From an optimization exercise on the open Yosys and OpenROAD flow, aimed at small area, a short achievable clock period and few clock cycles per item; shortcuts taken in it are not production practice.
The RTL was checked by simulation tests, not by an equivalence proof against the original design.

==> inputs of trial 65 <==
// mult_div_unit
module mult_div_unit (
  input  logic        clk,
  input  logic        reset,
  input  logic        md_start,
  input  logic [3:0]  md_op,
  input  logic [31:0] md_rs_data,
  input  logic [31:0] md_rt_data,
  output logic        md_busy,
  output logic [31:0] md_hi,
  output logic [31:0] md_lo
);
==> module mult_div_unit, before the edit <==
module mult_div_unit (
  input  logic        clk,
  input  logic        reset,
  input  logic        md_start,
  input  logic [3:0]  md_op,
  input  logic [31:0] md_rs_data,
  input  logic [31:0] md_rt_data,
  output logic        md_busy,
  output logic [31:0] md_hi,
  output logic [31:0] md_lo
);
  logic        busy_q, first_q;
  logic [3:0]  op_q;
  logic [3:0]  cnt_q;
  logic        sa_q, sb_q;
  logic [35:0] a_q, b_q;
  logic [31:0] hi_q, lo_q;
  logic        is_start;
  logic        sgn, sub, mac, isdiv, last;
  logic [35:0] m_a, d_a, d_b;
  logic [31:0] m_lo, m_hi;
  logic        m_early;
  logic        d_sa, d_sb, d_bz;
  logic [3:0]  d_m;
  logic [2:0]  d_q;
  logic [31:0] q_full, q_neg;
  logic        negq;
  always_comb begin
    is_start = (md_op == MULT) || (md_op == MULTU) ||
               (md_op == DIV)  || (md_op == DIVU);
    is_start = is_start ||
               (md_op == MADD) || (md_op == MADDU) ||
               (md_op == MSUB) || (md_op == MSUBU);
    sgn   = (op_q == MULT) || (op_q == DIV) || (op_q == MADD) || (op_q == MSUB);
    sub   = (op_q == MSUB) || (op_q == MSUBU);
    mac   = (op_q == MADD) || (op_q == MADDU) || sub;
    isdiv = (op_q == DIV) || (op_q == DIVU);
  end
  md_datapath u_dp (
    .first_i (first_q),
    .sgn_i   (sgn),
    .sub_i   (sub),
    .mac_i   (mac),
    .j_i     (cnt_q[0]),
    .sa_q_i  (sa_q),
    .sb_q_i  (sb_q),
    .a_i     (a_q),
    .b_i     (b_q),
    .hi_i    (hi_q),
    .lo_i    (lo_q),
    .m_a_o   (m_a),
    .m_lo_o  (m_lo),
    .m_hi_o  (m_hi),
    .m_early_o (m_early),
    .d_sa_o  (d_sa),
    .d_sb_o  (d_sb),
    .d_bz_o  (d_bz),
    .d_m_o   (d_m),
    .d_a_o   (d_a),
    .d_b_o   (d_b),
    .d_q_o   (d_q)
  );
  always_comb begin
    if (isdiv) last = first_q ? (d_bz || d_m == 4'd1) : (cnt_q == 4'd1);
    else       last = cnt_q[0] || m_early;
    q_full = {(first_q ? 29'd0 : lo_q[28:0]), d_q};
    negq   = d_sa ^ d_sb;
    q_neg[2:0]  = 3'(-d_q);
    q_neg[31:3] = (d_q == 3'd0) ? (~q_full[31:3] + 29'd1) : ~q_full[31:3];
  end
  always_ff @(posedge clk) begin
    if (reset) begin
      busy_q <= 1'b0;
      hi_q   <= '0;
      lo_q   <= '0;
    end else if (!busy_q) begin
      busy_q <= md_start && is_start;
      if (!md_start && md_op == MTHI) hi_q <= md_rs_data;
      if (!md_start && md_op == MTLO) lo_q <= md_rs_data;
    end else if (isdiv) begin
      if (last) busy_q <= 1'b0;
      if (!d_bz || !first_q) begin
        lo_q <= (last && negq) ? q_neg : q_full;
        if (last) hi_q <= d_a[31:0];
      end
    end else begin
      if (last) begin
        busy_q <= 1'b0;
        hi_q   <= m_hi;
      end
      lo_q <= m_lo;
    end
  end
  always_ff @(posedge clk) begin
    if (!busy_q) begin
      op_q    <= md_op;
      a_q     <= {4'b0, md_rs_data};
      b_q     <= {4'b0, md_rt_data};
      first_q <= 1'b1;
      cnt_q   <= '0;
    end else begin
      first_q <= 1'b0;
      if (isdiv) begin
        a_q   <= d_a;
        b_q   <= d_b;
        cnt_q <= first_q ? d_m - 4'd1 : cnt_q - 4'd1;
        if (first_q) begin
          sa_q <= d_sa;
          sb_q <= d_sb;
        end
      end else begin
        a_q   <= m_a;
        cnt_q <= cnt_q + 4'd1;
      end
    end
  end
  assign md_busy = busy_q;
  assign md_hi   = hi_q;
  assign md_lo   = lo_q;
endmodule
==> flow/config.mk <==
export PLATFORM = sky130hd
export DESIGN_NAME = mult_div_unit
export DESIGN_NICKNAME = mult_div_unit
export VERILOG_FILES = /design/flow/design.v
export SDC_FILE = /design/flow/constraint.sdc
export NUM_CORES = 4
export LEC_CHECK = 0
export ABC_AREA = 1
export CAP_MARGIN = 20
export CORE_MARGIN = 2
export CORE_UTILIZATION = 40
export SLEW_MARGIN = 20
==> flow/constraint.sdc <==
create_clock -name core_clock -period 150.0 [get_ports {clk}]
set_input_delay 30.0000 -clock core_clock [delete_from_list [all_inputs] [get_ports {clk}]]
set_output_delay 30.0000 -clock core_clock [all_outputs]
set_load 0.01 [all_outputs]
standard.sh (not shown) runs the stock make flow with config.mk's settings and CLKGATE_MAP_FILE= SYNTH_SCRIPT=/design/flow/synth_recipe.tcl, a recipe that flattens the netlist after the stock synthesis.
==> flow/flow/run.sh <==
#!/bin/bash
# Layout flow: the standard flow (standard.sh), in two parts.
#  1. synth and floorplan exactly as standard.sh makes them.
#  2. place, cts, route and finish, with two changes:
#     - the buffers that global placement puts on every input and output
#       port are sky130_fd_sc_hd__buf_2 cells instead of the cell
#       buffer_ports picks by itself (clkdlybuf4s50_1, a slow delay buffer
#       twice the size);
#     - repair_timing (after CTS and after global routing) is asked for a
#       setup margin of 118.5 ns, so that it works on the paths that set
#       the achieved period (150 ns less the setup slack) instead of
#       stopping as soon as the 150 ns clock is met. The SDC is unchanged.
# make's full output goes to flow_make_*.log here; ORFS keeps each step's
# tool log under orfs/logs/.
set -euo pipefail
bash standard.sh synth floorplan > flow_make_1.log 2>&1
export BUFFER_PORTS_ARGS="-buffer_cell sky130_fd_sc_hd__buf_2"
export SETUP_SLACK_MARGIN=118.5
bash standard.sh finish > flow_make_2.log 2>&1
==> inputs of build 18, as changes to trial 65 <==
--- a/flow/design.v
+++ b/flow/design.v
@@ -2034,4 +2034,5 @@
   logic [35:0] a_q, b_q;
   logic [31:0] hi_q, lo_q;
+  logic        hsel_q, lsel_q;    
   logic        is_start;
   logic        sgn, sub, mac, isdiv, last;
@@ -2092,8 +2093,12 @@
       hi_q   <= '0;
       lo_q   <= '0;
+      hsel_q <= 1'b0;
+      lsel_q <= 1'b0;
     end else if (!busy_q) begin
       busy_q <= md_start && is_start;
-      if (!md_start && md_op == MTHI) hi_q <= md_rs_data;
-      if (!md_start && md_op == MTLO) lo_q <= md_rs_data;
+      hsel_q <= !md_start && md_op == MTHI;
+      lsel_q <= !md_start && md_op == MTLO;
+      if (hsel_q) hi_q <= a_q[31:0];
+      if (lsel_q) lo_q <= a_q[31:0];
     end else if (isdiv) begin
       if (last) busy_q <= 1'b0;
@@ -2134,5 +2139,5 @@
   end
   assign md_busy = busy_q;
-  assign md_hi   = hi_q;
-  assign md_lo   = lo_q;
+  assign md_hi   = hsel_q ? a_q[31:0] : hi_q;
+  assign md_lo   = lsel_q ? a_q[31:0] : lo_q;
 endmodule
==> flow/flow/run.sh (replaced) <==
#!/bin/bash
# Layout flow: the standard flow (standard.sh: the standard synthesis,
# floorplan, placement, CTS, routing), with one change: the buffers that
# global placement puts on every input and output port are
# sky130_fd_sc_hd__buf_2 cells instead of the cell buffer_ports picks by
# itself (clkdlybuf4s50_1, a slow delay buffer twice the size).
# make's full output goes to flow_make.log here; ORFS keeps each step's
# tool log under orfs/logs/.
set -euo pipefail
export BUFFER_PORTS_ARGS="-buffer_cell sky130_fd_sc_hd__buf_2"
bash standard.sh finish > flow_make.log 2>&1
--- a/flow/config.mk
+++ b/flow/config.mk
@@ -10,3 +10,4 @@
 export CORE_MARGIN = 2
 export CORE_UTILIZATION = 40
+export CTS_BUF_LIST = sky130_fd_sc_hd__clkbuf_4 sky130_fd_sc_hd__clkbuf_8
 export SLEW_MARGIN = 20
==> qor summary <==
Status: trial 65 finished clean; build 18 finished clean
Routing usage on met1: trial 65 46.5%; build 18 44.3%
Violation count after the first detailed-route iteration: trial 65 4436; build 18 4434
Share of layout cells above drive strength 1: trial 65 8.82%; build 18 8.04%
Area taken by flip-flops and latches: trial 65 3290 um^2; build 18 3330 um^2
Core utilization of the finished layout: trial 65 43.4%; build 18 42.9%
Synth Net Count: trial 65 5160; build 18 5419
Hold path start: trial 65 hi_q[25]$_SDFFE_PP0P_; build 18 hi_q[6]$_SDFFE_PP0P_
Endpoint of the most critical setup path: trial 65 hi_q[29]$_SDFFE_PP0P_; build 18 md_hi[16]
DIE WIDTH: trial 65 292 um; build 18 297 um
Worst Hold Endpoint: trial 65 hi_q[25]$_SDFFE_PP0P_; build 18 hi_q[6]$_SDFFE_PP0P_
Placer's final routability congestion estimate: trial 65 1.04; build 18 1.07
Post-cts repair resize count: trial 65 7; build 18 0
Number of buffer and inverter stages on the critical path: trial 65 6; build 18 2
Testbench counts of trial 65, summed over its fixed seeds: cycles 8,810, ops 3,200.
Testbench counts of build 18, summed over its fixed seeds: cycles 8,810, ops 3,200.

[what the ideal ports hide]
Ports are ideal in the flow. The routed layouts listed here were re-timed in OpenROAD. Step 1 sets driving cells, clkbuf_16 on the clock port and buf_2 on the other inputs (assumed; they add their load-dependent delay and slew). Step 2 times the ports against the registers' clock, not the clock port: input delays grow and output delays shrink by t, the midpoint of the rising clock arrivals with the driver on. a / b / c = no drivers / after step 1 / after step 2; a / b = the first two.
run | shift t [ns] | setup WS [ns] | hold slack, ns | slew at the worst register clock pin (ns)
trial 65 | 0.528 | 118.508 / 118.538 / 118.010 | 0.584 / 0.584 / 0.584 | 0.08 / 0.08
build 18 | 0.655 | 117.206 / 117.144 / 117.799 | 0.476 / 0.476 / 0.476 | 0.12 / 0.12
After both steps every run listed still meets setup and hold. The setup slack of trial 65, which loses most, moves by +0.030 ns with the drivers and by -0.498 ns with both steps.
